Context: an optimization exercise on an open-source flow, tuned for small area, a short achievable clock period and few clock cycles per item. The choices shown serve that exercise and are no tape-out recipe.
In this exercise RTL edits were held to simulation tests only and were not proved equivalent to the original.
No activity file was given, so power comes from the tool's default toggle rates.

===== flow/flow/run.sh =====
#!/bin/bash
# Standard layout, with timing repair aimed below the clock period.
set -euo pipefail
bash standard.sh SETUP_SLACK_MARGIN=6 finish > standard_flow.log 2>&1

===== flow/standard.sh =====
#!/bin/bash
# synth_recipe.tcl (not shown) runs the flow's synth.tcl, then flattens the netlist and writes it again
# the make line also repeats each setting of config.mk as NAME=value (left out here)
make -C /OpenROAD-flow-scripts/flow DESIGN_CONFIG=/design/flow/config.mk WORK_HOME=/design/flow/orfs CLKGATE_MAP_FILE= SYNTH_SCRIPT=/design/flow/synth_recipe.tcl "${@:-finish}"

===== flow/config.mk =====
export PLATFORM = sky130hd
export DESIGN_NAME = rational_add_sub_reduce_top
export DESIGN_NICKNAME = rational_add_sub_reduce_top
export VERILOG_FILES = /design/flow/design.v
export SDC_FILE = /design/flow/constraint.sdc
export NUM_CORES = 4
export LEC_CHECK = 0
export ABC_CLOCK_PERIOD_IN_PS = 4000
export CAP_MARGIN = 20
export CORE_MARGIN = 2
export CORE_UTILIZATION = 60
export PLACE_DENSITY = 0.7
export SLEW_MARGIN = 20

===== flow/constraint.sdc =====
create_clock -name core_clock -period 10.0 [get_ports {aclk}]
set_input_delay 2.0000 -clock core_clock [delete_from_list [all_inputs] [get_ports {aclk}]]
set_output_delay 2.0000 -clock core_clock [all_outputs]
set_load 0.01 [all_outputs]

===== flow/design.v =====
`timescale 1ns / 1ps
`default_nettype none
package rasr_pkg;
    localparam int IN_W   = 32;
    localparam int NUM_W  = 64;
    localparam int DEN_W  = 62;
    localparam int MAG_W  = 65;    
    localparam int CNT_W  = 7;
    localparam logic [NUM_W-1:0] NUM_MAX = {1'b0, {(NUM_W-1){1'b1}}};
    localparam logic [DEN_W-1:0] DEN_MAX = {DEN_W{1'b1}};
    typedef struct packed {
        logic                    action;
        logic signed [IN_W-1:0]  a_num;
        logic signed [IN_W-1:0]  a_den;
        logic signed [IN_W-1:0]  b_num;
        logic signed [IN_W-1:0]  b_den;
    } in_item_t;
    typedef struct packed {
        logic signed [NUM_W-1:0] res_num;
        logic [DEN_W-1:0]        res_den;
        logic                    den_error;
    } out_item_t;
    typedef enum logic [3:0] {
        CMD_NONE,
        CMD_LOAD,       
        CMD_MUL,        
        CMD_SUM,        
        CMD_GINIT,      
        CMD_GSTEP,      
        CMD_DINIT,      
        CMD_DSTEP,      
        CMD_DNEXT,      
        CMD_FINAL       
    } cmd_t;
    typedef struct packed {
        logic zero_den;    
        logic zero_num;    
        logic gcd_done;    
        logic div_done;    
    } status_t;
endpackage
`default_nettype wire
`timescale 1ns / 1ps
`default_nettype none
module rasr_add #(parameter int W = 64, parameter int LW = 6)
(
    input  wire logic [W-1:0] x,
    input  wire logic [W-1:0] y,
    input  wire logic         ci,
    output logic      [W-1:0] s,
    output logic              co,
    output logic              pall     
);
    logic [W-1:0] p, g, pp, gg;
    always_comb begin
        p  = x ^ y;
        g  = x & y;
        pp = p;
        gg = g;
        gg[0] = g[0] | (p[0] & ci);
        for (int i = 0; i < LW; i++) begin
            for (int j = W - 1; j >= 0; j--) begin
                if ((j >> i) & 1) begin
                    gg[j] = gg[j] | (pp[j] & gg[((j >> i) << i) - 1]);
                    pp[j] = pp[j] & pp[((j >> i) << i) - 1];
                end
            end
        end
        s  = p ^ {gg[W-2:0], ci};
        co = gg[W-1];
        pall = pp[W-1];
    end
endmodule
`default_nettype wire
`timescale 1ns / 1ps
`default_nettype none
module rational_add_sub_reduce_top
(
    input  wire logic      aclk,
    input  wire logic      aresetn,
    input  wire logic      s_valid,
    output logic           s_ready,
    input  wire logic [128:0] s_data,    
    output logic           m_valid,
    input  wire logic      m_ready,
    output logic [126:0]   m_data       
);
    localparam logic [1:0] M_IDLE = 2'd0, M_RUN = 2'd1, M_DONE = 2'd2;
    logic [1:0]  mstate;
    logic [3:0]  mcnt;
    logic [33:0] mn_hi, md_hi;   
    logic [31:0] mn_lo, md_lo;   
    logic [31:0] x_an, x_ad;
    logic [2:0]  dbd, dbn;       
    logic        f1, f2;         
    logic        mzden;          
    function automatic logic [2:0] booth_dec(input logic y1, input logic y0,
                                             input logic yp, input logic flip);
        booth_dec[0] = y0 ^ yp;
        booth_dec[1] = (y1 & ~y0 & ~yp) | (~y1 & y0 & yp);
        booth_dec[2] = y1 ^ flip;
    endfunction
    function automatic logic [35:0] booth_pp(input logic [31:0] x, input logic [2:0] d);
        logic [35:0] m;
        m = d[0] ? {{4{x[31]}}, x} : (d[1] ? {{3{x[31]}}, x, 1'b0} : 36'd0);
        booth_pp = d[2] ? ~m : m;
    endfunction
    wire [35:0] pp1 = booth_pp(x_an, dbd);
    wire [35:0] pp2 = booth_pp(x_ad, dbn);
    wire [35:0] pp3 = booth_pp(x_ad, dbd);
    wire [35:0] acc_n = {{2{mn_hi[33]}}, mn_hi};
    wire [35:0] acc_d = {{2{md_hi[33]}}, md_hi};
    wire [35:0] cs_s = acc_n ^ pp1 ^ pp2;
    wire [35:0] cs_c = {(acc_n[34:0] & pp1[34:0]) | (acc_n[34:0] & pp2[34:0]) | (pp1[34:0] & pp2[34:0]), dbn[2]};
    wire [35:0] sum_n, sum_d;
    wire        sum_n_co, sum_d_co;
    rasr_add #(.W(36), .LW(6)) u_add_n (.x(cs_s), .y(cs_c), .ci(dbd[2]), .s(sum_n), .co(sum_n_co), .pall());
    rasr_add #(.W(36), .LW(6)) u_add_d (.x(acc_d), .y(pp3), .ci(dbd[2]), .s(sum_d), .co(sum_d_co), .pall());
    wire ld;     
    always_ff @(posedge aclk) begin
        if (!aresetn) begin
            mstate <= M_IDLE;
        end else begin
            case (mstate)
                M_IDLE: if (s_valid) mstate <= M_RUN;
                M_RUN:  if (mcnt == 4'd15) mstate <= M_DONE;
                M_DONE: if (ld) mstate <= M_IDLE;
                default: mstate <= M_IDLE;
            endcase
        end
    end
    always_ff @(posedge aclk) begin
        case (mstate)
            M_IDLE: begin
                mcnt  <= 4'd0;
                mn_hi <= 34'd0;
                md_hi <= 34'd0;
                mn_lo <= s_data[31:0];       
                md_lo <= s_data[63:32];      
                x_an  <= s_data[127:96];
                x_ad  <= s_data[95:64];
                f1    <= s_data[95] ^ s_data[31];
                f2    <= s_data[95] ^ s_data[31] ^ s_data[128];
                dbd   <= booth_dec(s_data[1], s_data[0], 1'b0, s_data[95] ^ s_data[31]);
                dbn   <= booth_dec(s_data[33], s_data[32], 1'b0, s_data[95] ^ s_data[31] ^ s_data[128]);
                mzden <= (s_data[95:64] == 32'd0) || (s_data[31:0] == 32'd0);
            end
            M_RUN: begin
                mcnt  <= mcnt + 4'd1;
                mn_hi <= sum_n[35:2];
                mn_lo <= {sum_n[1:0], mn_lo[31:2]};
                md_hi <= sum_d[35:2];
                md_lo <= {sum_d[1:0], md_lo[31:2]};
                dbd   <= booth_dec(mn_lo[3], mn_lo[2], mn_lo[1], f1);
                dbn   <= booth_dec(md_lo[3], md_lo[2], md_lo[1], f2);
            end
            default: ;
        endcase
    end
    localparam logic [1:0] L_IDLE = 2'd0, L_LOOP = 2'd1, L_HALF2 = 2'd2;
    logic [1:0]  lstate;
    logic [63:0] a, b;           
    logic        bp;             
    logic        bz;             
    logic        ineg;           
    logic [63:0] ca1, cb1;       
    logic [61:0] ca2, cb2;       
    logic        c_sum;          
    logic        c_shf;          
    logic        c_one;          
    logic        c_tca, c_nega, c_negb;
    logic [2:0]  csh;            
    logic        dsub_r;         
    logic        nsign;          
    logic        zden_v;         
    logic        zden;           
    logic        res;            
    logic        cinit;          
    logic [2:0]  hs;             
    wire        new_neg = mn_hi[33] && !mzden;
    wire        new_bz  = mzden || ({mn_hi, mn_lo} == 66'd0);
    wire        dsub = dsub_r;
    wire [64:0] d;
    wire        d_co, ge_co, ab_ne_unused, ab_eq;
    rasr_add #(.W(65), .LW(7)) u_add_v (.x({ineg, b}), .y({dsub, a ^ {64{dsub}}}), .ci(dsub), .s(d), .co(d_co), .pall(ab_ne_unused));
    wire        dneg = dsub && d[64];
    wire [63:0] ge_s;
    rasr_add #(.W(64), .LW(6)) u_cmp (.x(b), .y(~a), .ci(1'b1), .s(ge_s), .co(ge_co), .pall(ab_eq));   
    wire        b_lt_a = !ge_co;
    wire        bpar = b[0] ^ bp;      
    function automatic logic [2:0] tz7(input logic [6:0] v);
        tz7 = v[0] ? 3'd0 : v[1] ? 3'd1 : v[2] ? 3'd2 : v[3] ? 3'd3 :
              v[4] ? 3'd4 : v[5] ? 3'd5 : v[6] ? 3'd6 : 3'd7;
    endfunction
    wire take    = res && m_ready;
    wire run     = !cinit || take;   
    wire in_loop = (lstate == L_LOOP) && !bz && run;
    wire k_half  = in_loop && !a[0] && !bpar;
    wire k_init  = in_loop && ineg && !(!a[0] && !bpar);
    wire k_swap  = in_loop && !ineg && !a[0] &&  bpar;
    wire k_shb   = in_loop && !ineg &&  a[0] && !bpar;
    wire k_sub   = in_loop && !ineg &&  a[0] &&  bpar;
    wire k_half2 = (lstate == L_HALF2) && run;
    logic [2:0]  sh;
    logic        exact;          
    logic [64:0] xsrc;
    always_comb begin
        sh    = 3'd0;
        exact = 1'b1;
        xsrc  = {1'b0, b};
        if (k_sub) begin
            sh    = tz7(d[6:0]);
            exact = (d[7:0] != 8'd0);
            xsrc  = d;
        end else if (k_init) begin
            sh    = 3'd0;
            exact = d[0];
            xsrc  = d;
        end else if (k_shb) begin
            sh    = tz7(b[6:0] ^ {7{bp}});
            exact = ((b[7:0] ^ {8{bp}}) != 8'd0);
            xsrc  = {1'b0, b};
        end else if (k_swap) begin
            sh    = tz7(a[6:0]);
            xsrc  = {1'b0, a};
        end else if (k_half) begin
            sh    = tz7(a[6:0] | b[6:0]);
            xsrc  = {1'b0, a};
        end else if (k_half2) begin
            sh    = hs;
            xsrc  = {ineg, a};           
        end
    end
    wire        xfill = ((k_sub || k_init) && dneg) || (k_half2 && ineg);
    wire [71:0] xsx  = {{7{xfill}}, xsrc} >> sh;
    wire [64:0] xsh  = xsx[64:0];
    wire        inv  = (k_sub || k_init) && dneg;
    wire [63:0] bnew = (xsh[63:0] ^ {64{inv}}) | {63'd0, (inv || (k_shb && bp)) && exact};
    wire        bpnew = (inv || (k_shb && bp)) && !exact;
    wire [63:0] ysrc1 = c_tca ? ca1 : cb1;
    wire [61:0] ysrc2 = c_tca ? ca2 : cb2;
    wire [63:0] cbsh1 = ysrc1 << csh;
    wire [61:0] cbsh2 = ysrc2 << csh;
    wire        c_cin  = c_nega || c_negb;
    wire [63:0] csum1;
    wire [61:0] csum2;
    wire        csum1_co, csum2_co;
    rasr_add #(.W(64), .LW(6)) u_add_c1 (.x(ca1 ^ {64{c_nega}}), .y(cb1 ^ {64{c_negb}}), .ci(c_cin), .s(csum1), .co(csum1_co), .pall());
    rasr_add #(.W(62), .LW(6)) u_add_c2 (.x(ca2 ^ {62{c_nega}}), .y(cb2 ^ {62{c_negb}}), .ci(c_cin), .s(csum2), .co(csum2_co), .pall());
    wire vfin = (lstate == L_LOOP) && bz && !cinit;     
    assign ld = (mstate == M_DONE) && ((lstate == L_IDLE) || vfin);
    wire cof_init = (ld && !vfin && (!res || take)) || (cinit && take);
    always_ff @(posedge aclk) begin
        if (!aresetn) begin
            lstate <= L_IDLE;
            res    <= 1'b0;
            cinit  <= 1'b0;
        end else begin
            if (ld) begin
                lstate <= L_LOOP;
            end else begin
                case (lstate)
                    L_LOOP:  if (vfin) lstate <= L_IDLE;
                             else if (k_half) lstate <= L_HALF2;
                    L_HALF2: if (k_half2) lstate <= L_LOOP;
                    default: lstate <= L_IDLE;
                endcase
            end
            res   <= vfin || (res && !m_ready);
            cinit <= ld ? !cof_init : (cinit && !take);
        end
    end
    logic [63:0] a_d, b_d;
    logic        ineg_d;
    always_comb begin
        a_d = a;
        b_d = b;
        ineg_d = ineg && !k_init;
        if (ld) ineg_d = new_neg && !new_bz;
        if (ld) begin
            a_d = {md_hi[31:0], md_lo};
            b_d = mzden ? 64'd0 : {mn_hi[31:0], mn_lo};
        end else if (k_init || k_shb) begin
            b_d = bnew;
        end else if (k_sub) begin
            b_d = bnew;
            if (b_lt_a) a_d = b;
        end else if (k_swap || k_half || k_half2) begin
            a_d = b;
            b_d = bnew;
        end
    end
    always_ff @(posedge aclk) begin
        a      <= a_d;
        b      <= b_d;
        dsub_r <= (a_d[1] == b_d[1]) || ineg_d;
        if (ld) begin
            bp    <= 1'b0;
            bz    <= new_bz;
            ineg  <= new_neg && !new_bz;
            nsign <= new_neg;
            zden_v <= mzden;
        end else if (k_init) begin
            bp   <= bpnew;
            ineg <= 1'b0;
        end else if (k_sub) begin
            bp  <= bpnew;
            bz  <= dsub && ab_eq;
        end else if (k_shb) begin
            bp  <= bpnew;
        end
        if (k_half) hs <= sh;
        if (vfin) zden <= zden_v;
    end
    always_ff @(posedge aclk) begin
        c_sum  <= k_sub;
        c_shf  <= k_sub || k_shb || k_swap;
        c_one  <= k_swap;
        c_tca  <= (k_sub && b_lt_a) || k_swap;
        c_nega <= k_sub && !dsub && b_lt_a;
        c_negb <= k_sub && !dsub && !b_lt_a;
        csh    <= sh;
    end
    always_ff @(posedge aclk) begin
        if (cof_init) begin
            ca1 <= ld ? (new_neg ? 64'd1 : 64'd0) : (nsign ? 64'd1 : 64'd0);
            ca2 <= 62'd1;
            cb1 <= (ld ? new_neg : nsign) ? {64{1'b1}} : 64'd1;
            cb2 <= 62'd0;
        end else begin
            if (c_sum) begin
                ca1 <= csum1;
                ca2 <= csum2;
            end else if (c_one) begin
                ca1 <= nsign ? {64{1'b1}} : 64'd1;    
                ca2 <= 62'd0;
            end
            if (c_shf) begin
                cb1 <= cbsh1;
                cb2 <= cbsh2;
            end
        end
    end
    assign s_ready = (mstate == M_IDLE);
    assign m_valid = res;
    assign m_data  = {ca1, ca2, zden};
endmodule
`default_nettype wire

==> results.py, run 1 <==
metrics = {
    "pwr": {
        "share_comb_of_total_power_pct": 39.6,
        "p_seq_share_pct": 32.3,
        "p_total_mw": 9.97,
        "peakVddDrop_mv": 0.232,
        "total_leakage_power_nw": 27.2,
        "p_per_area_nw_per_um2": 151,
        "p_switching_mw": 3.45,
        "p_int_mw": 6.52,
        "swShare_pct": 34.6,
        "pwr-share-clk_pct": 28.1,
    },
    "cells_and_area": {
        "final_cell_mix": "744 x nand2_1, 470 x edfxtp_1, 419 x xor2_1, 317 x nor2_1, 307 x ha_1",
        "syn_to_final_growth_pct": 27.8,
        "seq_area_um2": 17000,
        "nets": 6431,
        "utilization_pct": 77.5,
        "final_common_cell": "nand2_1",
        "fillCellCount": 5777,
        "drive_gt1_share_pct": 22.0,
        "multi_input_area_um2": 36700,
        "final_area_um2": 66200,
    },
    "clock_network": {
        "tritoncts": "yes",
        "cts-root-buf": "clkbuf_16",
        "cts_buffer_depth": 3,
        "htreeDepth": 3,
        "clk_pin_slew_ps": 60,
        "clock_latency_ps": 670,
        "cts_sinks": 614,
        "ctsHoldBuffers": 0,
        "cts-buffers-inserted": 75,
    },
    "timing": {
        "hold_viol_final": 0,
        "skew_ps": 40.9,
        "maxSlewHeadroom_pct": 25.3,
        "setup_viol_count_final": 0,
        "fmax_mhz": 202,
        "period_share_pct": 49.5,
        "finalCriticalPeriod_ps": 4950,
        "rsz0062_at_grt": "yes",
        "drv_slew": 0,
        "tns_ps": 0,
        "worstMarginPinSlew_ps": 1120,
    },
    "global_routing": {
        "antenna_found_initial": 8,
        "grt_max_degree": 87,
        "grt_overflow_total": 0,
        "grt_pass1_wl_um": 256000,
        "first_global_vias": 44500,
        "grt_util_all_layers_pct": 36.5,
    },
    "worst_setup_path": {
        "start_kind": "flop",
        "worstPathArrival_ps": 5380,
        "r2r_slack_ps": 5050,
        "crit_type": "reg2reg",
        "cp-endpoint": "b[58]",
        "reg2regPathDepth": 19,
        "critPathRequiredTime_ps": 10420,
        "crit_start": "dsub_r",
        "r2r_end": "b[58]",
        "worstReg2RegStart": "dsub_r",
        "crit_path_max_fanout": 7,
        "end_kind": "flop",
    },
    "synth": {
        "syn_area_um2": 51800,
        "synth_flop_cell": "edfxtp_1",
        "ys.warnings.count": 5,
        "synth_seq_area_share_pct": 32.8,
        "async_flop_share_pct": 0,
        "synthCells": 5453,
        "yosys_register_bits": 614,
        "synth_enable_flop_cells": 470,
        "postSynthAreaPerCell_um2": 9.50,
        "synth.distinct_cells": 99,
        "syn_nets": 5976,
    },
    "routing": {
        "wire_per_inst_um": 25.0,
        "first_iter_violations": 5545,
        "drtAntennaViolNets": 0,
        "drc": 0,
        "dr.pass1.iters": 9,
        "drt-total-wl_um": 178000,
        "num_vias": 47400,
        "vias_per_cell": 6.66,
    },
    "die": {
        "dieArea_um2": 88700,
        "initial_core_util_pct": 60.7,
        "die_w_um": 298,
        "pin_count": 262,
        "coreArea_um2": 85400,
        "rows": 107,
        "die_height_um": 298,
    },
    "placement": {
        "post_dp_cell_area_um2": 55800,
        "hpwl_um": 106000,
        "gp_congestion": 0.949,
        "io_buffer_count": 261,
    },
    "outcome": {
        "status": "finished clean",
    },
    "flow_run": {
        "timing.max_cap.violations": 0,
    },
    "hold_path": {
        "hold_class": "reg2reg",
    },
}
power groups by stage:
| stage | clock (mW) | combinational [mW] | sequential [mW] |
|---|---|---|---|
| floorplan | 0 | 2.27 | 3.11 |
| global placement | 0 | 2.75 | 3.27 |
| detailed placement | 0 | 2.81 | 3.27 |
| CTS | 2.81 | 3.39 | 3.21 |
| global route | 2.91 | 4.26 | 3.22 |
| finish | 2.80 | 3.95 | 3.22 |
area by class of cell:
type                       instances  area share (%)
timing repair inverter             7           0.213
sequential                       614            25.7
clock inverter                    34           0.482
multi-input combinational       4353            55.5
clock buffer                     102            3.21
timing repair buffer             701            11.8
antenna                            4          0.0151
tap                             1144            2.16
inverter                         156           0.963
critical path, cell delays in order (launching register included):
cell,delay (ps)
dfxtp_4,410
buf_4,130
buf_6,90
xor2_2,150
ha_2,300
or4_4,540
o2111ai_2,130
o21ai_4,100
o2111ai_4,350
buf_12,160
a211oi_4,50
buf_6,140
o2111a_2,340
o211ai_1,300
a21boi_1,120
o31ai_2,370
o22ai_1,180
a221o_1,300
xnor2_1,150
o311ai_1,380
how the worst min path moves through the flow:
| stage | end | cells past startpoint | startpoint |
|---|---|---|---|
| 3_5_place_dp | zden | 0 | zden_v |
| 2_1_floorplan | zden | 0 | zden_v |
| 5_1_grt | zden | 0 | zden_v |
| 4_1_cts | zden | 0 | zden_v |
| 6_report | zden | 0 | zden_v |
| 3_3_place_gp | zden | 0 | zden_v |
stage by stage:
step	worst slack (ps)	std cells	hold WS, ps
after floorplan	5380	5453	400
after global placement	3330	6573	401
after detailed placement	3310	6574	407
after CTS	5290	6955	425
after global routing	4990	7111	450
final	5050	7115	424
logic make-up (layout without fill, tap and decap cells):
kind of cell,Yosys count,in the layout,synth area share (%)
AO/OA/AOI/OAI,1250,1252,15.8
XOR/XNOR,625,625,10.6
adder cells (fa/ha/maj),391,391,10.4
buffers and inverters,493,1000,3.69
flip-flops,614,614,32.8
multiplexers,482,482,13.1
other,0,4,0
AND/OR/NAND/NOR,1598,1603,13.7
Yosys cell counts, types with 71 or more instances:
cell type	count	area [µm²]
nand2_1	768	2880
edfxtp_1	470	14100
nand3_1	74	370
nor3_1	81	405
mux4_2	152	3420
xnor2_1	189	1660
clkbuf_1	225	845
ha_1	323	4040
mux2i_1	302	3020
xor2_1	435	3810
nor2_1	352	1320
a22oi_1	71	533
dfxtp_1	144	2880
a21oi_1	250	1250
buf_1	74	278
inv_1	154	578
o21ai_0	359	1800
a21o_1	130	976
state kept, by name (all words and copies together), names as in the netlist, 2 cells and up:
name / count
md_lo: 32
x_an: 32
b: 64
mn_hi: 34
mstate: 2
ca1: 64
md_hi: 34
dbd: 3
dbn: 3
lstate: 2
ca2: 62
hs: 3
cb1: 64
cb2: 62
mn_lo: 32
a: 64
x_ad: 32
mcnt: 4
csh: 3
layer usage:
| metal | vias to the layer above | GRT usage (%) | share of wire, % |
|---|---|---|---|
| met4 | 6 | 20.4 | 7.2 |
| met2 | 2816 | 59.7 | 46 |
| met5 | - | 0 | 0.024 |
| li1 | 20900 | - | - |
| met1 | 22800 | 46.3 | 37 |
| met3 | 876 | 6.05 | 9.7 |
repair_timing:
| action | in CTS | in global routing |
|---|---|---|
| endpoints found under the setup margin | 558 | 435 |
| buffers inserted | 207 | 141 |
| resized for setup | 432 | 399 |
| pin swaps | 210 | 280 |
| gates cloned | 38 | 14 |
Testbench counts, summed over its fixed seeds: cycles 104,752, items 3,200.
==> run 2: changes to the inputs <==
==> flow/run.sh (new file) <==
#!/bin/bash
# synth_recipe.tcl (not shown) runs the flow's synth.tcl, then flattens the netlist and writes it again
# the make line also repeats each setting of config.mk as NAME=value (left out here)
make -C /OpenROAD-flow-scripts/flow DESIGN_CONFIG=/design/flow/config.mk WORK_HOME=/design/flow/orfs CLKGATE_MAP_FILE= SYNTH_SCRIPT=/design/flow/synth_recipe.tcl finish
--- a/flow/config.mk
+++ b/flow/config.mk
@@ -6,4 +6,5 @@
 export NUM_CORES = 4
 export LEC_CHECK = 0
+export ABC_AREA = 1
 export ABC_CLOCK_PERIOD_IN_PS = 4000
 export CAP_MARGIN = 20
@@ -11,3 +12,4 @@
 export CORE_UTILIZATION = 60
 export PLACE_DENSITY = 0.7
+export SETUP_SLACK_MARGIN = 5
 export SLEW_MARGIN = 20
removed: flow/flow/run.sh
removed: flow/standard.sh
==> run 2 against run 1 <==
Effect of this change: area after synthesis rose by 0.45%; die area rose by 0.44%; wire length fell by 11%; still clean; non-clock buffer count fell by 354; global-route usage fell by 2.4 points.
==> results.py, run 2 <==
metrics = {
    "clock_network": {
        "cts_sinks": 614,
        "htreeDepth": 3,
        "clk_pin_slew_ps": 50,
        "clock_latency_ps": 660,
        "cts-buffers-inserted": 76,
        "cts_buffer_depth": 3,
        "cts-root-buf": "clkbuf_16",
        "tritoncts": "yes",
    },
    "synth": {
        "post_synth_main_area_contributors": "edfxtp_1 27%, nand2_1 14%, nand3_1 8.8%",
        "syn_nets": 7742,
        "yosys.area.top_type": "edfxtp_1",
        "ys.warnings.count": 5,
        "synth_seq_area_share_pct": 32.6,
        "yosysTopAreaCellShare_pct": 27.1,
        "synth.distinct_cells": 67,
        "synth_xor_xnor_area_share_pct": 7.65,
        "synthCells": 7219,
        "yosys_register_bits": 614,
        "synth_enable_flop_cells": 470,
        "postSynthAreaPerCell_um2": 7.21,
        "synth_top_family_by_area": "simple AND/OR/NAND/NOR gates",
        "async_flop_share_pct": 0,
        "muxShareOfSynthArea_pct": 0.115,
        "yosys.area_share.simple_pct": 27.4,
        "syn_area_um2": 52100,
        "yosys.area_share.adder_pct": 10.3,
        "synth_flop_cell": "edfxtp_1",
        "synth.most_common_cell": "nand2_1",
        "synth_common_cells": "1881 x nand2_1, 912 x nand3_1, 683 x inv_1, 597 x o21ai_0, 470 x edfxtp_1",
        "synth_compound_area_share_pct": 13.8,
    },
    "placement": {
        "gp_congestion": 0.957,
        "io_buffer_count": 261,
        "post_dp_cell_area_um2": 55100,
        "hpwl_um": 108000,
        "pre_cts_slack_ps": 3290,
    },
    "die": {
        "rows": 108,
        "pin_count": 262,
        "coreArea_um2": 86300,
        "dieArea_um2": 89100,
        "die_w_um": 299,
        "initial_core_util_pct": 60.3,
        "die_height_um": 299,
    },
    "global_routing": {
        "grt_pass1_wl_um": 248000,
        "first_global_vias": 47000,
        "grt_overflow_total": 0,
        "grt_max_degree": 100,
        "grt_util_all_layers_pct": 34.1,
        "antenna_found_initial": 1,
    },
    "routing": {
        "drt-total-wl_um": 159000,
        "drtAntennaViolNets": 0,
        "dr.pass1.iters": 6,
        "num_vias": 50300,
        "vias_per_cell": 5.92,
        "drc": 0,
        "wire_per_inst_um": 18.7,
        "first_iter_violations": 4849,
    },
    "timing": {
        "hold_viol_final": 0,
        "period_share_pct": 48.0,
        "maxSlewHeadroom_pct": 22.4,
        "finalCriticalPeriod_ps": 4800,
        "setup_viol_count_final": 0,
        "tns_ps": 0,
        "worstMarginPinSlew_ps": 1150,
        "skew_ps": 19.8,
        "rsz0062_at_grt": "no",
        "fmax_mhz": 208,
        "drv_slew": 0,
        "setup_slack_ps": 5200,
    },
    "worst_setup_path": {
        "start_kind": "primary input",
        "crit_chain": "clkdlybuf4s50_1, nand2_1, nand2_2, nand2_2, nor2_4, inv_2, nand3_2, o211ai_1, inv_1, nand3_2, buf_4, o22ai_1",
        "crit_type": "in2reg",
        "critPathRequiredTime_ps": 10480,
        "slowest_stage": "nand3_2",
        "end_kind": "flop",
        "crit_path_max_fanout": 33,
        "critPathBufInv": 4,
        "crit_family": "simple AND/OR/NAND/NOR gates",
        "worstPathArrival_ps": 5280,
        "max_stage_delay_ps": 680,
    },
    "cells_and_area": {
        "syn_to_final_growth_pct": 12.2,
        "final_area_um2": 58400,
        "nets": 7806,
        "multi_input_area_um2": 31100,
        "utilization_pct": 67.6,
        "final_cell_mix": "1872 x nand2_1, 909 x nand3_1, 674 x inv_1, 594 x o21ai_0, 470 x edfxtp_1",
        "seq_area_um2": 17000,
        "fillCellCount": 7592,
        "final_common_cell": "nand2_1",
        "diodes": 0,
        "drive_gt1_share_pct": 3.98,
    },
    "outcome": {
        "status": "finished clean",
    },
    "pwr": {
        "peakVddDrop_mv": 0.236,
        "p_per_area_nw_per_um2": 190,
        "total_leakage_power_nw": 27.2,
    },
    "flow_run": {
        "timing.max_cap.violations": 0,
    },
    "hold_path": {
        "hold_class": "reg2reg",
    },
}
run 2: cell types whose count changed in the layout (fill, tap and decap cells not counted), sizes merged, moves of 152 or more:
| cell | delta |
|---|---|
| nand2 | +1119 |
| inv | +537 |
| o21ai | +282 |
| buf | -338 |
| nand3 | +839 |
| mux4 | -152 |
| xnor2 | -155 |
| mux2i | -297 |
run 2: kinds of logic after synthesis:
logic type               count (synthesis)
buffers and inverters                 1066
multiplexers                             6
AO/OA/AOI/OAI                         1315
AND/OR/NAND/NOR                       3374
flip-flops                             614
XOR/XNOR                               454
adder cells (fa/ha/maj)                390
run 2: stage by stage:
step / total power [mW] / instances / hold WS [ps]
after global placement: 7.98 / 8323 / 468
final: 11.1 / 8497 / 478
after global routing: 11.9 / 8497 / 510
after CTS: 11.0 / 8471 / 483
after detailed placement: 8.10 / 8323 / 475
after floorplan: 6.92 / 7219 / 400
run 2: layer usage:
layer	track usage, %	up-vias	part of all wire, %
met5	0	-	0
met4	14.5	0	4.5
met3	5.31	386	8.2
met2	56.7	2166	46
met1	44.3	23300	41
li1	-	24500	-
run 2: final timing paths:
check / start / to / slack (ps) / depth (start not counted)
worst max-delay path: m_ready / a[27] / 5200 / 12
worst min-delay path: cb2[61] / cb2[61] / 480 / 2
worst max register to register: dsub_r / b[23] / 5220 / 19
worst min register to register: cb2[61] / cb2[61] / 480 / 2
run 2: worst register-to-register path: stages (launching register included):
cell	delay, ps
dfxtp_4	380
buf_12	150
buf_4	170
xor2_1	160
ha_1	360
a21o_1	210
a21boi_0	180
nand2_1	290
nand2_1	240
nand2_2	320
a21oi_1	350
nand2_1	90
nand2_1	120
nand3_2	80
clkbuf_8	320
inv_6	380
buf_6	400
nand3_1	140
nand2_1	80
o21ai_0	110
run 2: area by class of cell:
class,count,area share [%]
Clock buffer,94,3.50
Clock inverter,43,0.673
Inverter,701,4.65
Multi-Input combinational cell,5542,53.2
Sequential cell,614,29.1
Tap cell,1155,2.47
Timing Repair Buffer,347,6.31
Timing Repair inverter,1,0.0129
run 2: where the power goes:
group | total (mW) | switching [mW] | internal [mW] | leakage (nW)
Clock | 2.78 | 1.17 | 1.61 | 1.18
Combinational | 4.91 | 3.08 | 1.83 | 20.2
Sequential | 3.41 | 0.281 | 3.13 | 5.86
run 2: repair_timing:
item,CTS,global route
pin swaps,0,5
buffers inserted,9,14
hold buffers,0,0
gates cloned,2,12
setup endpoints to repair,168,102
resized for setup,49,49
==> run 3: changes to the inputs <==
--- a/flow/config.mk
+++ b/flow/config.mk
@@ -6,5 +6,4 @@
 export NUM_CORES = 4
 export LEC_CHECK = 0
-export ABC_AREA = 1
 export ABC_CLOCK_PERIOD_IN_PS = 4000
 export CAP_MARGIN = 20
==> run 3 against run 2 <==
Effect of this change: still clean on timing, DRC and antenna; utilization rose by 2.1 points; count of clock-buffer cells in the layout rose by 5; first-iteration DRC count fell by 13%; flip-flop and latch count did not move; die area fell by 0.44%; combinational power fell by 38%; setup slack got worse by 110 ps; highest routed layer is now met5.
==> results.py, run 3 <==
metrics = {
    "outcome": {
        "status": "finished clean",
    },
    "synth": {
        "yosysTopAreaCellShare_pct": 27.2,
        "postSynthAreaPerCell_um2": 9.50,
        "yosys.area.top_type": "edfxtp_1",
        "async_flop_share_pct": 0,
        "synth_seq_area_share_pct": 32.8,
        "synth_common_cells": "768 x nand2_1, 470 x edfxtp_1, 435 x xor2_1, 359 x o21ai_0, 352 x nor2_1",
        "synth.most_common_cell": "nand2_1",
        "syn_area_um2": 51800,
        "synth_enable_flop_cells": 470,
        "syn_nets": 5976,
        "synth_flop_cell": "edfxtp_1",
        "ys.warnings.count": 5,
        "yosys_register_bits": 614,
        "synthCells": 5453,
        "post_synth_main_area_contributors": "edfxtp_1 27%, ha_1 7.8%, xor2_1 7.4%",
        "synth.distinct_cells": 99,
    },
    "clock_network": {
        "cts-buffers-inserted": 75,
        "ctsHoldBuffers": 0,
        "clock_latency_ps": 670,
        "cts-root-buf": "clkbuf_16",
        "tritoncts": "yes",
        "cts_buffer_depth": 3,
        "clk_pin_slew_ps": 60,
        "htreeDepth": 3,
        "cts_sinks": 614,
    },
    "die": {
        "die_height_um": 298,
        "coreArea_um2": 85400,
        "pin_count": 262,
        "die_w_um": 298,
        "dieArea_um2": 88700,
        "initial_core_util_pct": 60.7,
        "rows": 107,
    },
    "worst_setup_path": {
        "critPathRequiredTime_ps": 10530,
        "crit_path_max_fanout": 18,
        "start_kind": "flop",
        "end_kind": "flop",
        "worstPathArrival_ps": 5440,
        "crit_type": "reg2reg",
    },
    "placement": {
        "io_buffer_count": 261,
        "pre_cts_slack_ps": 2960,
        "gp_congestion": 0.968,
        "hpwl_um": 105000,
    },
    "timing": {
        "rsz0062_at_grt": "yes",
        "worstMarginPinSlew_ps": 1150,
        "holdWs_ps": 440,
        "finalCriticalPeriod_ps": 4900,
        "hold_viol_final": 0,
        "setup_viol_count_final": 0,
        "fmax_mhz": 204,
        "maxSlewHeadroom_pct": 22.7,
        "tns_ps": 0,
        "setup_slack_ps": 5100,
        "period_share_pct": 49.0,
        "drv_slew": 0,
        "skew_ps": 41.0,
    },
    "routing": {
        "vias_per_cell": 6.43,
        "drc": 0,
        "num_vias": 43800,
        "drtAntennaViolNets": 0,
        "dr.pass1.iters": 6,
        "wl_met1_um": 62500,
        "wl_met3_um": 12000,
        "top_layer_used": "met5",
        "wire_per_inst_um": 22.8,
        "first_iter_violations": 4198,
        "drt-total-wl_um": 155000,
        "wl_met2_um": 73600,
    },
    "hold_path": {
        "hold_class": "reg2reg",
    },
    "global_routing": {
        "grt_max_degree": 91,
        "grt_overflow_total": 0,
        "grt_pass1_wl_um": 239000,
        "first_global_vias": 41800,
        "grt_util_all_layers_pct": 33.8,
        "antenna_found_initial": 3,
    },
    "cells_and_area": {
        "syn_to_final_growth_pct": 14.9,
        "nets": 6123,
        "final_cell_mix": "756 x nand2_1, 470 x edfxtp_1, 435 x xor2_1, 352 x o21ai_0, 347 x nor2_1",
        "final_common_cell": "nand2_1",
        "utilization_pct": 69.7,
        "drive_gt1_share_pct": 10.8,
    },
    "pwr": {
        "share_comb_of_total_power_pct": 33.6,
        "p_int_mw": 6.00,
        "total_leakage_power_nw": 24.7,
        "pwr-share-clk_pct": 31.1,
        "p_seq_share_pct": 35.3,
        "swShare_pct": 33.9,
        "peakVddDrop_mv": 0.245,
        "p_switching_mw": 3.08,
        "p_per_area_nw_per_um2": 152,
    },
    "flow_run": {
        "timing.max_cap.violations": 0,
    },
}
[run 3: cell type report]
class | instances | area, µm²
antenna | 3 | 7.51
clock buffer | 99 | 2110
fill | 6770 | 25800
timing repair inverter | 1 | 8.76
tap | 1144 | 1430
clock inverter | 37 | 364
timing repair buffer | 402 | 4390
sequential | 614 | 17000
multi-input combinational | 4350 | 33600
inverter | 156 | 608
[run 3: critical path, cell delays in order, from the launching register on]
cell and delay [ps]:
dfxtp_4 390, buf_4 160, buf_16 150, xor2_1 170, ha_1 340, and2_1 210
and3_1 420, nand2_1 220, a211oi_4 450, o2111ai_4 270, a2111oi_2 540, a311oi_4 70
buf_4 190, and3_4 180, nor2_4 550, o21ai_1 150, mux2i_1 160, a211o_1 130
[run 3: cells by family (layout without fill, tap and decap cells)]
kind of cell	count (synthesis)	count (layout)	share of synthesized area, %
and+or+nand+nor	1598	1601	13.7
AOI/OAI and AO/OA	1250	1251	15.8
xor gates and xnor gates	625	625	10.6
DFF	614	614	32.8
buffers and inverters	493	695	3.69
muxes	482	482	13.1
adders and majority gates	391	391	10.4
other	0	3	0
[run 3: final timing paths]
path	from	depth (start not counted)	end	slack (ps)
worst min-delay path	zden_v	0	zden	440
worst min register to register	zden_v	0	zden	440
worst max-delay path	dsub_r	17	b[57]	5100
worst max register to register	dsub_r	17	b[57]	5100
[run 3: metal layers]
metal,vias up,global-route usage (%)
met2,1944,56.2
met4,4,13.8
met3,405,4.94
met5,-,0
met1,21200,44.4
li1,20200,-
[run 3: through the flow]
step	std cells	instance area, µm²	power [mW]
after global placement	6576	55100	5.91
final	6806	59600	9.08
after detailed placement	6576	55100	5.96
after global routing	6804	59600	9.52
after floorplan	5453	51900	5.27
after CTS	6757	58700	8.91
[run 3: power groups by stage]
stage	combinational, mW	sequential (mW)	clock [mW]
global route	3.37	3.22	2.93
detailed placement	2.70	3.27	0
global placement	2.64	3.27	0
finish	3.05	3.21	2.82
CTS	2.86	3.20	2.84
floorplan	2.16	3.11	0
[run 3: what timing repair did]
item                                    4_1_cts  5_1_grt
endpoints found under the setup margin      167       92
gates resized for setup                      96       77
pin swaps                                    16       45
setup buffers                                29       40
gates cloned                                 16        5
endpoints found under the hold margin         0        0
==> run 4: changes to the inputs <==
--- a/flow/config.mk
+++ b/flow/config.mk
@@ -9,6 +9,6 @@
 export CAP_MARGIN = 20
 export CORE_MARGIN = 2
-export CORE_UTILIZATION = 60
-export PLACE_DENSITY = 0.7
+export CORE_UTILIZATION = 70
+export PLACE_DENSITY = 0.8
 export SETUP_SLACK_MARGIN = 5
 export SLEW_MARGIN = 20
==> run 4 against run 3 <==
Effect of this change: still clean; highest routed layer is now met4; register-to-register slack worse by 110 ps; fmax down 2.3%; via count is 3.9% higher; flip-flop and latch count did not move; total power is 0.96% higher; worst hold slack improved by 1.8 ps.
==> results.py, run 4 <==
metrics = {
    "outcome": {
        "status": "finished clean",
    },
    "clock_network": {
        "clock_latency_ps": 640,
        "tritoncts": "yes",
        "cts_buffer_depth": 3,
        "ctsHoldBuffers": 0,
        "clk_pin_slew_ps": 60,
        "cts-buffers-inserted": 71,
        "htreeDepth": 3,
        "cts-root-buf": "clkbuf_16",
        "cts_sinks": 614,
    },
    "worst_setup_path": {
        "slowest_stage": "fa_1",
        "crit_path_max_fanout": 6,
        "crit_type": "reg2reg",
        "critPathRequiredTime_ps": 10360,
        "end_kind": "flop",
        "crit_family": "compound AO/OA/AOI/OAI gates",
        "start_kind": "flop",
        "crit_chain": "buf_12, nor2b_4, buf_12, a22oi_2, xnor2_1, fa_1, fa_2, a21o_1, a21o_1, a211oi_2, o211ai_1, a21oi_2, o21ai_4, a41oi_1, nor2b_1, o21a_1, or2_2, a21oi_1, xor2_1, nor2_1",
        "max_stage_delay_ps": 490,
        "worstPathArrival_ps": 5370,
        "critPathBufInv": 2,
    },
    "placement": {
        "post_dp_cell_area_um2": 54900,
        "pre_cts_slack_ps": 2960,
        "hpwl_um": 103000,
        "io_buffer_count": 261,
        "gp_congestion": 0.974,
        "dp_cells": 6387,
    },
    "timing": {
        "fmax_mhz": 199,
        "holdWs_ps": 442,
        "drv_slew": 0,
        "period_share_pct": 50.2,
        "maxSlewHeadroom_pct": 23.8,
        "hold_viol_final": 0,
        "worstMarginPinSlew_ps": 1140,
        "finalCriticalPeriod_ps": 5020,
        "tns_ps": 0,
        "setup_slack_ps": 4980,
        "setup_viol_count_final": 0,
        "rsz0062_at_grt": "yes",
        "skew_ps": 21.7,
    },
    "global_routing": {
        "grt_overflow_total": 0,
        "first_global_vias": 43800,
        "grt_util_all_layers_pct": 39.7,
        "grt_max_degree": 116,
        "grt_pass1_wl_um": 243000,
        "antenna_found_initial": 2,
    },
    "die": {
        "die_w_um": 276,
        "initial_core_util_pct": 70.9,
        "rows": 99,
        "die_height_um": 276,
        "dieArea_um2": 76200,
        "pin_count": 262,
        "coreArea_um2": 73100,
    },
    "synth": {
        "async_flop_share_pct": 0,
        "syn_nets": 5976,
        "synth_enable_flop_cells": 470,
        "postSynthAreaPerCell_um2": 9.50,
        "synth_flop_cell": "edfxtp_1",
        "yosysTopAreaCellShare_pct": 27.2,
        "ys.warnings.count": 5,
        "synth.most_common_cell": "nand2_1",
        "post_synth_main_area_contributors": "edfxtp_1 27%, ha_1 7.8%, xor2_1 7.4%",
        "synth_common_cells": "768 x nand2_1, 470 x edfxtp_1, 435 x xor2_1, 359 x o21ai_0, 352 x nor2_1",
        "syn_area_um2": 51800,
        "synth.distinct_cells": 99,
        "yosys_register_bits": 614,
        "yosys.area.top_type": "edfxtp_1",
        "synth_seq_area_share_pct": 32.8,
        "synthCells": 5453,
    },
    "routing": {
        "drc": 0,
        "wire_per_inst_um": 24.2,
        "num_vias": 45500,
        "vias_per_cell": 6.87,
        "drtAntennaViolNets": 0,
        "first_iter_violations": 6001,
        "dr.pass1.iters": 19,
        "drt-total-wl_um": 161000,
    },
    "cells_and_area": {
        "fin_cells": 6627,
        "nets": 6138,
        "final_common_cell": "nand2_1",
        "syn_to_final_growth_pct": 14.9,
        "drive_gt1_share_pct": 10.8,
        "final_cell_mix": "757 x nand2_1, 470 x edfxtp_1, 435 x xor2_1, 354 x o21ai_0, 347 x nor2_1",
        "final_area_um2": 59500,
    },
    "pwr": {
        "peakVddDrop_mv": 0.281,
        "p_per_area_nw_per_um2": 154,
        "total_leakage_power_nw": 24.8,
    },
    "hold_path": {
        "hold_class": "reg2reg",
    },
    "flow_run": {
        "timing.max_cap.violations": 0,
    },
}
[run 4: cell counts after synthesis]
No cell type changed its count.
[run 4: layout make-up]
class,instances,area (µm²)
clock buffer,81,1860
clock inverter,43,567
timing repair inverter,1,5.00
antenna,2,5.00
multi-input combinational,4351,33600
inverter,156,604
fill,4572,13500
tap,959,1200
sequential,614,17000
timing repair buffer,420,4660
[run 4: final timing paths]
check	from	end	slack [ps]	cells past startpoint
max	dbd[0]	mn_hi[24]	4980	20
min	zden_v	zden	440	0
max reg2reg	dbd[0]	mn_hi[24]	4980	20
min reg2reg	zden_v	zden	440	0
[run 4: report_power, final]
| part | internal, mW | switching (mW) | total [mW] |
|---|---|---|---|
| logic | 1.39 | 1.76 | 3.15 |
| clock network | 1.65 | 1.16 | 2.80 |
| registers | 2.97 | 0.242 | 3.21 |
[run 4: worst reg2reg max path: cells and delay by family (launching register included)]
kind	cells	cell delay, ps
adder cells (fa/ha/maj)	2	920
AND/OR/NAND/NOR	4	670
AO/OA/AOI/OAI	10	2010
flip-flops	1	440
XOR/XNOR	2	370
buffers and inverters	2	340
[run 4: logic make-up after synthesis]
logic type,synth area share [%]
buffers and inverters,3.69
xor gates and xnor gates,10.6
and+or+nand+nor,13.7
muxes,13.1
DFF,32.8
AOI/OAI and AO/OA,15.8
adders and majority gates,10.4
[run 4: timing repair]
item	CTS	global route
buffers inserted	38	49
resized for setup	98	84
cloned	15	9
pin swaps	18	41
endpoints found under the setup margin	167	223
[run 4: per-stage QoR]
stage | power (mW) | util [%]
after global placement | 5.86 | 75.1
after floorplan | 5.27 | -
after CTS | 8.87 | 80.0
after global routing | 9.52 | 81.5
final | 9.16 | 81.5
after detailed placement | 5.97 | 75.1
[run 4: layer usage]
layer  global-route usage, %  routed length, µm
met1                    50.5              59400
met2                    64.9              75100
met4                    23.1              10500
met3                    6.12              15700
met5                       0                  0
==> run 5: changes to the inputs <==
--- a/flow/design.v
+++ b/flow/design.v
@@ -195,11 +195,12 @@
     wire take    = res && m_ready;
     wire run     = !cinit || take;   
-    wire in_loop = (lstate == L_LOOP) && !bz && run;
-    wire k_half  = in_loop && !a[0] && !bpar;
-    wire k_init  = in_loop && ineg && !(!a[0] && !bpar);
+    wire in_loop_nc = (lstate == L_LOOP) && !bz;      
+    wire in_loop = in_loop_nc && run;
+    wire k_half  = in_loop_nc && !a[0] && !bpar;
+    wire k_init  = in_loop_nc && ineg && !(!a[0] && !bpar);
     wire k_swap  = in_loop && !ineg && !a[0] &&  bpar;
     wire k_shb   = in_loop && !ineg &&  a[0] && !bpar;
     wire k_sub   = in_loop && !ineg &&  a[0] &&  bpar;
-    wire k_half2 = (lstate == L_HALF2) && run;
+    wire k_half2 = (lstate == L_HALF2);
     logic [2:0]  sh;
     logic        exact;          
@@ -248,7 +249,11 @@
     rasr_add #(.W(64), .LW(6)) u_add_c1 (.x(ca1 ^ {64{c_nega}}), .y(cb1 ^ {64{c_negb}}), .ci(c_cin), .s(csum1), .co(csum1_co), .pall());
     rasr_add #(.W(62), .LW(6)) u_add_c2 (.x(ca2 ^ {62{c_nega}}), .y(cb2 ^ {62{c_negb}}), .ci(c_cin), .s(csum2), .co(csum2_co), .pall());
-    wire vfin = (lstate == L_LOOP) && bz && !cinit;     
-    assign ld = (mstate == M_DONE) && ((lstate == L_IDLE) || vfin);
-    wire cof_init = (ld && !vfin && (!res || take)) || (cinit && take);
+    wire last  = k_sub && ab_eq;
+    wire vfin  = (lstate == L_LOOP) && bz && !cinit;    
+    wire vend  = vfin || last;
+    assign ld  = (mstate == M_DONE) && ((lstate == L_IDLE) || vend);
+    wire early = last && ld;
+    wire cof_init = (ld && !vend && (!res || take)) || (cinit && take);
+    logic pf;    
     always_ff @(posedge aclk) begin
         if (!aresetn) begin
@@ -256,4 +261,5 @@
             res    <= 1'b0;
             cinit  <= 1'b0;
+            pf     <= 1'b0;
         end else begin
             if (ld) begin
@@ -267,5 +273,6 @@
                 endcase
             end
-            res   <= vfin || (res && !m_ready);
+            res   <= vfin || pf || (res && !m_ready);
+            pf    <= early;
             cinit <= ld ? !cof_init : (cinit && !take);
         end
@@ -311,5 +318,5 @@
         end
         if (k_half) hs <= sh;
-        if (vfin) zden <= zden_v;
+        if (vend) zden <= zden_v;
     end
     always_ff @(posedge aclk) begin
--- a/flow/config.mk
+++ b/flow/config.mk
@@ -6,9 +6,10 @@
 export NUM_CORES = 4
 export LEC_CHECK = 0
+export ABC_AREA = 1
 export ABC_CLOCK_PERIOD_IN_PS = 4000
 export CAP_MARGIN = 20
 export CORE_MARGIN = 2
-export CORE_UTILIZATION = 70
-export PLACE_DENSITY = 0.8
+export CORE_UTILIZATION = 60
+export PLACE_DENSITY = 0.7
 export SETUP_SLACK_MARGIN = 5
 export SLEW_MARGIN = 20
==> run 5 against run 4 <==
Effect of this change: count of clock-buffer cells in the layout is 11 higher; total power is 2.4% lower; combinational power is 5% lower; cell count is 28% higher; worst hold slack better by 8.3 ps; flip-flop and latch count is 1 higher; fmax is 4.5% higher; area after synthesis is 1.6% higher; wire length is 0.73% lower; synthesized cell count is 33% higher.
==> results.py, run 5 <==
metrics = {
    "timing": {
        "worstMarginPinSlew_ps": 1070,
        "hold_viol_final": 0,
        "skew_ps": 25.7,
        "finalCriticalPeriod_ps": 4800,
        "rsz0062_at_grt": "yes",
        "drv_slew": 0,
        "setup_slack_ps": 5200,
        "setup_viol_count_final": 0,
        "tns_ps": 0,
        "period_share_pct": 48.0,
        "maxSlewHeadroom_pct": 28.2,
        "fmax_mhz": 208,
    },
    "synth": {
        "synth_enable_flop_cells": 470,
        "synth_seq_area_share_pct": 32.3,
        "yosys.area.top_type": "edfxtp_1",
        "synthCells": 7249,
        "syn_nets": 7772,
        "async_flop_share_pct": 0,
        "synth_common_cells": "1744 x nand2_1, 780 x nand3_1, 687 x inv_1, 579 x o21ai_0, 537 x nor2_1",
        "syn_area_um2": 52700,
        "synth.distinct_cells": 64,
        "postSynthAreaPerCell_um2": 7.26,
        "synth_flop_cell": "edfxtp_1",
        "yosysTopAreaCellShare_pct": 26.8,
        "synth.most_common_cell": "nand2_1",
        "ys.warnings.count": 5,
        "post_synth_main_area_contributors": "edfxtp_1 27%, nand2_1 12%, ha_1 7.7%",
        "yosys_register_bits": 615,
    },
    "cells_and_area": {
        "final_cell_mix": "1737 x nand2_1, 778 x nand3_1, 684 x inv_1, 578 x o21ai_0, 532 x nor2_1",
        "multi_input_area_um2": 31500,
        "seq_area_um2": 17000,
        "diodes": 0,
        "final_common_cell": "nand2_1",
        "fin_cells": 8512,
        "fillCellCount": 7681,
        "drive_gt1_share_pct": 3.96,
        "utilization_pct": 67.5,
        "final_area_um2": 58700,
        "nets": 7817,
        "syn_to_final_growth_pct": 11.4,
    },
    "pwr": {
        "total_leakage_power_nw": 26.3,
        "p_int_mw": 5.73,
        "pwr-share-clk_pct": 31.2,
        "peakVddDrop_mv": 0.191,
        "p_seq_share_pct": 35.3,
        "swShare_pct": 36.0,
        "p_switching_mw": 3.22,
        "share_comb_of_total_power_pct": 33.5,
        "p_per_area_nw_per_um2": 153,
    },
    "worst_setup_path": {
        "critPathRequiredTime_ps": 10420,
        "r2r_slack_ps": 5230,
        "r2r_end": "mn_hi[31]",
        "worstReg2RegStart": "dbd[0]",
        "worstPathArrival_ps": 5230,
        "start_kind": "primary input",
        "end_kind": "flop",
        "crit_path_max_fanout": 48,
        "reg2regPathDepth": 19,
        "crit_type": "in2reg",
    },
    "placement": {
        "io_buffer_count": 261,
        "dp_cells": 8352,
        "pre_cts_slack_ps": 3160,
        "post_dp_cell_area_um2": 55700,
        "hpwl_um": 110000,
        "gp_congestion": 0.950,
    },
    "hold_path": {
        "hold_depth": 0,
        "min_to": "zden",
        "hold_class": "reg2reg",
        "hp-start": "zden_v",
    },
    "clock_network": {
        "cts-buffers-inserted": 75,
        "tritoncts": "yes",
        "clk_pin_slew_ps": 60,
        "cts-root-buf": "clkbuf_16",
        "cts_sinks": 615,
        "clock_latency_ps": 680,
        "cts_buffer_depth": 3,
        "ctsHoldBuffers": 0,
        "htreeDepth": 3,
    },
    "routing": {
        "num_vias": 50500,
        "drt-total-wl_um": 159000,
        "first_iter_violations": 5364,
        "wire_per_inst_um": 18.7,
        "vias_per_cell": 5.93,
        "dr.pass1.iters": 8,
        "drc": 0,
        "drtAntennaViolNets": 0,
    },
    "global_routing": {
        "grt_util_all_layers_pct": 34.1,
        "gr-usage-met3_pct": 4.69,
        "grt_max_degree": 127,
        "use_met2_pct": 54.6,
        "antenna_found_initial": 2,
        "first_global_vias": 46800,
        "grt_use_met1_pct": 48.0,
        "busiest_layer": "met2",
        "grt_pass1_wl_um": 249000,
        "grt_overflow_total": 0,
    },
    "die": {
        "die_height_um": 300,
        "coreArea_um2": 86900,
        "die_w_um": 300,
        "pin_count": 262,
        "dieArea_um2": 90100,
        "initial_core_util_pct": 60.6,
        "rows": 108,
    },
    "outcome": {
        "status": "finished clean",
    },
    "flow_run": {
        "timing.max_cap.violations": 0,
    },
}
## run 5: changes by cell type in the layout (fill, tap and decap cells not counted), moves of 115 or more
cell and change:
nand2_1 +980, nand3_1 +707, inv_1 +534, mux2i_1 -265, o21ai_0 +224, nor2_1 +185
a21oi_1 +156, mux4_2 -152, xnor2_1 -147, a21o_1 -115
## run 5: worst max-delay path by stage
stage / depth (start not counted) / slack [ps] / to / from
2_1_floorplan: 10 / 5070 / b[0] / m_ready
3_3_place_gp: 14 / 3260 / cb1[36] / m_ready
3_5_place_dp: 14 / 3160 / cb1[37] / m_ready
4_1_cts: 19 / 5000 / b[41] / m_ready
5_1_grt: 19 / 4920 / mn_hi[31] / dbd[0]
6_report: 19 / 5200 / b[38] / m_ready
## run 5: repair_timing
action,4_1_cts,5_1_grt
hold endpoints to repair,0,0
gates cloned,1,6
resized for setup,31,50
pin swaps,2,3
endpoints found under the setup margin,465,294
buffers inserted,4,9
## run 5: power by group through the flow
stage	registers (mW)	logic (mW)	clock network [mW]
2_1_floorplan	3.12	2.23	0
4_1_cts	3.16	2.90	2.82
6_report	3.16	3.00	2.79
3_5_place_dp	3.21	2.87	0
3_3_place_gp	3.21	2.77	0
5_1_grt	3.17	3.42	2.90
## run 5: final cells by class
| cell class | instances | area share (%) |
|---|---|---|
| Clock inverter | 48 | 0.783 |
| Inverter | 714 | 4.64 |
| Timing Repair Buffer | 337 | 5.90 |
| Multi-Input combinational cell | 5551 | 53.8 |
| Clock buffer | 92 | 3.38 |
| Tap cell | 1155 | 2.46 |
| Sequential cell | 615 | 29.1 |
## run 5: layer usage
metal,vias to the layer above,share of wire (%)
met5,-,0.0082
met4,2,2.9
met3,283,8.9
met2,2192,45
met1,23400,43
li1,24600,-
## run 5: per-stage QoR
step	hold slack [ps]	power [mW]
after global placement	403	5.97
after global routing	453	9.49
after floorplan	400	5.35
after CTS	447	8.88
after detailed placement	437	6.08
final	450	8.95
## run 5: kinds of logic after synthesis
family                     Yosys count  share of synthesized area, %
and+or+nand+nor                   3273                          26.4
AOI/OAI and AO/OA                 1392                          14.7
buffers and inverters             1087                          8.18
DFF                                615                          32.3
xor gates and xnor gates           457                          7.60
adders and majority gates          390                          10.2
muxes                               35                         0.665
## run 5: worst max-delay path, stage by stage
cell and delay [ps]:
clkdlybuf4s50_1 500, nand2_1 70, nand2_1 180, nand3_4 170, nor2_8 210, inv_4 120, nand2_8 190, inv_2 60
buf_8 200, o21ai_0 140, a31o_2 160, nand2_2 100, inv_4 220, buf_12 270, nand3_1 220, nand2_1 120
nand2_1 50, nand3_1 100, nand2_1 60
Testbench counts of run 5, summed over its fixed seeds: cycles 102,509, items 3,200.
==> run 6: changes to the inputs <==
--- a/flow/design.v
+++ b/flow/design.v
@@ -249,5 +249,5 @@
     rasr_add #(.W(64), .LW(6)) u_add_c1 (.x(ca1 ^ {64{c_nega}}), .y(cb1 ^ {64{c_negb}}), .ci(c_cin), .s(csum1), .co(csum1_co), .pall());
     rasr_add #(.W(62), .LW(6)) u_add_c2 (.x(ca2 ^ {62{c_nega}}), .y(cb2 ^ {62{c_negb}}), .ci(c_cin), .s(csum2), .co(csum2_co), .pall());
-    wire last  = k_sub && ab_eq;
+    wire last  = k_sub && ab_eq && !cinit;
     wire vfin  = (lstate == L_LOOP) && bz && !cinit;    
     wire vend  = vfin || last;
--- a/flow/config.mk
+++ b/flow/config.mk
@@ -11,4 +11,6 @@
 export CORE_MARGIN = 2
 export CORE_UTILIZATION = 60
+export CTS_CLUSTER_DIAMETER = 150
+export CTS_CLUSTER_SIZE = 16
 export PLACE_DENSITY = 0.7
 export SETUP_SLACK_MARGIN = 5
==> run 6 against run 5 <==
Effect of this change: clock power is 35% lower; clock skew is 14 ps higher; fmax is 1.9% lower; non-clock buffer count is 11 higher; count of clock-buffer cells in the layout is 25 lower; combinational power is 75% higher; setup slack worse by 93 ps; critical path type unchanged; largest cell class unchanged.
==> results.py, run 6 <==
metrics = {
    "routing": {
        "drt-total-wl_um": 163000,
        "drc": 0,
        "drtAntennaViolNets": 0,
        "wire_per_inst_um": 19.0,
        "num_vias": 51300,
        "vias_per_cell": 5.99,
        "first_iter_violations": 5073,
        "dr.pass1.iters": 6,
    },
    "synth": {
        "async_flop_share_pct": 0,
        "synth_flop_cell": "edfxtp_1",
        "post_synth_main_area_contributors": "edfxtp_1 26%, nand2_1 14%, nand3_1 7.9%",
        "yosys.area.top_type": "edfxtp_1",
        "syn_nets": 7897,
        "synth_enable_flop_cells": 470,
        "synth_compound_area_share_pct": 14.1,
        "yosys_register_bits": 615,
        "syn_area_um2": 53300,
        "synth.distinct_cells": 65,
        "synth.most_common_cell": "nand2_1",
        "synth_top_family_by_area": "simple AND/OR/NAND/NOR gates",
        "ys.warnings.count": 5,
        "yosysTopAreaCellShare_pct": 26.5,
        "muxShareOfSynthArea_pct": 0.413,
        "yosys.area_share.simple_pct": 27.9,
        "yosys.area_share.adder_pct": 10.1,
        "synthCells": 7374,
        "postSynthAreaPerCell_um2": 7.22,
        "synth_xor_xnor_area_share_pct": 7.60,
        "synth_seq_area_share_pct": 31.9,
        "synth_common_cells": "1932 x nand2_1, 841 x nand3_1, 643 x inv_1, 509 x nor2_1, 478 x o21ai_0",
    },
    "timing": {
        "rsz0062_at_grt": "yes",
        "holdWs_ps": 477,
        "drv_slew": 0,
        "setup_viol_count_final": 0,
        "maxSlewHeadroom_pct": 25.6,
        "period_share_pct": 49.0,
        "finalCriticalPeriod_ps": 4900,
        "skew_ps": 39.8,
        "fmax_mhz": 204,
        "tns_ps": 0,
        "worstMarginPinSlew_ps": 1120,
        "hold_viol_final": 0,
    },
    "flow_run": {
        "timing.max_cap.violations": 0,
    },
    "pwr": {
        "peakVddDrop_mv": 0.347,
        "p_per_area_nw_per_um2": 182,
        "total_leakage_power_nw": 26.7,
        "p_total_mw": 10.6,
    },
    "placement": {
        "gp_congestion": 0.953,
        "hpwl_um": 110000,
        "io_buffer_count": 261,
    },
    "cells_and_area": {
        "nets": 7904,
        "final_common_cell": "nand2_1",
        "utilization_pct": 66.1,
        "syn_to_final_growth_pct": 9.53,
        "drive_gt1_share_pct": 3.54,
        "diodes": 0,
        "fillCellCount": 7873,
        "final_cell_mix": "1921 x nand2_1, 839 x nand3_1, 634 x inv_1, 504 x nor2_1, 474 x o21ai_0",
    },
    "clock_network": {
        "htreeDepth": 2,
        "ctsHoldBuffers": 0,
        "cts-buffers-inserted": 44,
        "cts-root-buf": "clkbuf_16",
        "cts_buffer_depth": 3,
        "clock_latency_ps": 650,
        "cts_sinks": 615,
        "clk_pin_slew_ps": 70,
        "tritoncts": "yes",
    },
    "die": {
        "initial_core_util_pct": 60.4,
        "die_w_um": 302,
        "die_height_um": 302,
        "coreArea_um2": 88200,
        "rows": 109,
        "dieArea_um2": 91200,
        "pin_count": 262,
    },
    "global_routing": {
        "grt_overflow_total": 0,
        "first_global_vias": 47900,
        "grt_max_degree": 102,
        "grt_pass1_wl_um": 252000,
        "grt_util_all_layers_pct": 34.1,
        "antenna_found_initial": 1,
    },
    "hold_path": {
        "hold_class": "reg2reg",
    },
    "worst_setup_path": {
        "slowest_stage": "clkdlybuf4s50_1",
        "path_common_cell": "nand2_1",
        "max_stage_delay_ps": 510,
        "crit_type": "in2reg",
        "critPathRequiredTime_ps": 10380,
        "crit_chain": "clkdlybuf4s50_1, nand2_1, nand2_1, nand3_4, nor2_8, inv_4, nand2_4, buf_16, a21oi_2, nand2_4, nand3_4, nand2_4, nand3_2, nand3_1, nand3_1, nand2_1, nand2_1, nand3_1, nand2_1",
        "worstPathArrival_ps": 5280,
        "end_kind": "flop",
        "crit_path_max_fanout": 35,
        "start_kind": "primary input",
    },
    "outcome": {
        "status": "finished clean",
    },
}
-- run 6: cell count changes in the layout (fill, tap and decap cells not counted), moves of 31 or more --
| cell | change |
|---|---|
| nand2_1 | +184 |
| inv_1 | -50 |
| nand3_1 | +61 |
| o21ai_1 | -31 |
| o21ai_0 | -104 |
| a21oi_1 | +41 |
-- run 6: worst max-delay path, delay by kind of cell --
kind / cells / cell delay, ps
compound gates: 1 / 70
buf+inv: 3 / 860
simple gates: 15 / 2300
-- run 6: area by class of cell --
class	count	area (µm²)	area share (%)
multi-input combinational	5708	32300	55.3
timing repair buffer	348	3780	6.49
tap	1165	1460	2.50
sequential	615	17000	29.2
clock inverter	1	11.3	0.0193
inverter	664	2570	4.40
clock buffer	67	1210	2.07
-- run 6: worst paths after layout --
kind,startpoint,endpoint,slack [ps],depth (start not counted)
min reg2reg,zden_v,zden,480,0
max reg2reg,dbn[0],mn_hi[31],5270,20
min,zden_v,zden,480,0
max,m_ready,b[51],5100,19
-- run 6: logic make-up after synthesis --
family	count (synthesis)
buffers and inverters	1057
muxes	22
and+or+nand+nor	3495
DFF	615
xor gates and xnor gates	462
adders and majority gates	390
AOI/OAI and AO/OA	1333
-- run 6: metrics by stage --
| stage | cells | area [µm²] | setup WS, ps |
|---|---|---|---|
| final | 8568 | 58300 | 5100 |
| after global routing | 8568 | 58300 | 4940 |
| after CTS | 8544 | 57700 | 5000 |
| after detailed placement | 8469 | 56200 | 3120 |
| after global placement | 8468 | 56200 | 3150 |
| after floorplan | 7374 | 53300 | 5120 |
-- run 6: where the power goes --
group | switching [mW] | internal [mW]
combinational | 3.29 | 1.98
sequential | 0.357 | 3.16
clock | 0.978 | 0.833
total | 4.62 | 5.97
-- run 6: repair_timing --
item	in CTS	in global routing
gates cloned	3	13
pin swaps	2	4
resized for setup	46	65
endpoints found under the setup margin	523	416
buffers inserted	4	9
-- run 6: routing by layer --
| layer | vias up | share of wire [%] | routed length (µm) | global-route usage, % |
|---|---|---|---|---|
| met1 | 23900 | 41 | 67300 | 45.0 |
| li1 | 24900 | - | - | - |
| met4 | 2 | 4.0 | 6460 | 12.6 |
| met2 | 2176 | 47 | 76600 | 58.0 |
| met5 | - | 0.0062 | 10 | 0 |
| met3 | 372 | 7.5 | 12200 | 3.63 |
Testbench counts of run 6, summed over its fixed seeds: cycles 102,509, items 3,200.
==> run 7: changes to the inputs <==
--- a/flow/config.mk
+++ b/flow/config.mk
@@ -11,6 +11,4 @@
 export CORE_MARGIN = 2
 export CORE_UTILIZATION = 60
-export CTS_CLUSTER_DIAMETER = 150
-export CTS_CLUSTER_SIZE = 16
 export PLACE_DENSITY = 0.7
 export SETUP_SLACK_MARGIN = 5
==> run 7 against run 6 <==
Effect of this change: setup slack better by 34 ps; largest cell class unchanged; critical path type unchanged; still clean on timing, DRC and antenna; combinational power about the same; wire length up 0.29%; fmax up 0.69%; cell area up 2.1%; highest routed layer is now met4; area after synthesis unchanged.
==> results.py, run 7 <==
metrics = {
    "outcome": {
        "status": "finished clean",
    },
    "synth": {
        "ys.warnings.count": 5,
        "yosysTopAreaCellShare_pct": 26.5,
        "synth_enable_flop_cells": 470,
        "postSynthAreaPerCell_um2": 7.22,
        "synth_flop_cell": "edfxtp_1",
        "synth_seq_area_share_pct": 31.9,
        "async_flop_share_pct": 0,
        "synth_common_cells": "1932 x nand2_1, 841 x nand3_1, 643 x inv_1, 509 x nor2_1, 478 x o21ai_0",
        "synth.distinct_cells": 65,
    },
    "die": {
        "pin_count": 262,
        "coreArea_um2": 88200,
        "dieArea_um2": 91200,
        "rows": 109,
        "die_height_um": 302,
        "initial_core_util_pct": 60.4,
    },
    "timing": {
        "fmax_mhz": 206,
        "maxSlewHeadroom_pct": 26.2,
        "rsz0062_at_grt": "yes",
        "finalCriticalPeriod_ps": 4860,
        "worstMarginPinSlew_ps": 1110,
        "setup_viol_count_final": 0,
    },
    "cells_and_area": {
        "drive_gt1_share_pct": 4.34,
        "final_area_um2": 59500,
        "final_cell_mix": "1921 x nand2_1, 840 x nand3_1, 634 x inv_1, 504 x nor2_1, 474 x o21ai_0",
        "diodes": 0,
        "final_common_cell": "nand2_1",
    },
    "pwr": {
        "pwr-share-clk_pct": 24.3,
        "p_int_mw": 6.80,
        "peakVddDrop_mv": 0.300,
        "total_leakage_power_nw": 27.3,
        "swShare_pct": 41.5,
    },
    "worst_setup_path": {
        "start_kind": "primary input",
        "critPathRequiredTime_ps": 10420,
        "worstPathArrival_ps": 5280,
        "crit_path_max_fanout": 18,
        "end_kind": "flop",
    },
    "placement": {
        "hpwl_um": 110000,
        "dp_cells": 8469,
        "gp_congestion": 0.953,
    },
    "clock_network": {
        "cts-root-buf": "clkbuf_16",
        "ctsHoldBuffers": 0,
        "htreeDepth": 3,
        "tritoncts": "yes",
    },
    "routing": {
        "top_layer_used": "met4",
        "wl_met1_um": 67400,
    },
    "global_routing": {
        "grt_overflow_total": 0,
        "first_global_vias": 48300,
    },
    "flow_run": {
        "timing.max_cap.violations": 0,
    },
}
-- run 7: cell counts after synthesis --
No cell type changed its count.
-- run 7: power by group through the flow --
| stage | combinational [mW] | clock, mW | sequential [mW] |
|---|---|---|---|
| final | 5.28 | 2.82 | 3.53 |
| after detailed placement | 4.99 | 0 | 3.58 |
| after CTS | 5.06 | 2.84 | 3.53 |
| after global routing | 5.98 | 2.93 | 3.56 |
| after floorplan | 3.88 | 0 | 3.42 |
| after global placement | 4.84 | 0 | 3.57 |
-- run 7: metrics by stage --
| stage | util, % | setup slack [ps] | total power [mW] |
|---|---|---|---|
| floorplan | - | 5120 | 7.30 |
| global placement | 63.7 | 3150 | 8.42 |
| detailed placement | 63.7 | 3120 | 8.56 |
| CTS | 66.8 | 5000 | 11.4 |
| global route | 67.5 | 4980 | 12.5 |
| finish | 67.5 | 5140 | 11.6 |
-- run 7: final timing paths --
check               start   endpoint  slack [ps]  depth (start not counted)
setup / recovery  m_ready      b[57]        5140                         19
hold / removal     zden_v       zden         490                          0
setup reg to reg   dbn[0]  mn_hi[31]        5290                         20
hold reg to reg    zden_v       zden         490                          0
-- run 7: routing by layer --
layer,global-route usage (%),up-vias
met4,14.1,0
met3,4.12,407
met1,44.8,23900
li1,-,25000
met5,0,-
met2,58.1,2186
-- run 7: final cells by class --
| cell class | instances | area [µm²] | area share [%] |
|---|---|---|---|
| clock buffers | 101 | 2090 | 3.51 |
| well taps | 1165 | 1460 | 2.45 |
| multi-input cells | 5708 | 32300 | 54.2 |
| flip-flops and latches | 615 | 17000 | 28.6 |
| repair buffers | 346 | 3740 | 6.29 |
| inverters | 664 | 2570 | 4.31 |
| clock inverters | 37 | 375 | 0.630 |
-- run 7: repair_timing --
item,4_1_cts,5_1_grt
endpoints found under the hold margin,0,0
gates cloned,2,12
setup buffers,4,10
pin swaps,2,4
gates resized for setup,44,71
endpoints found under the setup margin,523,424
-- run 7: worst max-delay path: stages --
cell and delay (ps):
clkdlybuf4s50_1 500, nand2_1 60, nand2_1 180, nand3_4 180
nor2_8 220, inv_4 90, nand2_4 220, buf_16 230
a21oi_2 60, nand2_4 130, nand3_4 250, nand2_4 400
nand3_1 170, nand3_1 140, nand3_1 130, nand2_1 100
nand2_1 60, nand3_1 80, nand2_1 70
-- run 7: cell families (layout without fill, tap and decap cells) --
kind of cell | after synthesis | in the layout | synth area share (%)
AND/OR/NAND/NOR | 3495 | 3501 | 27.9
adder cells (fa/ha/maj) | 390 | 390 | 10.1
buffers and inverters | 1057 | 1148 | 7.94
AO/OA/AOI/OAI | 1333 | 1333 | 14.1
XOR/XNOR | 462 | 462 | 7.60
flip-flops | 615 | 615 | 31.9
multiplexers | 22 | 22 | 0.413

Setup slack of run 7, layout unchanged: 5.137 ns with ideal ports, 5.079 ns with driving cells assumed (clock clkbuf_16, inputs buf_2), 4.346 ns with port delays also shifted by the 0.733 ns mid clock arrival.
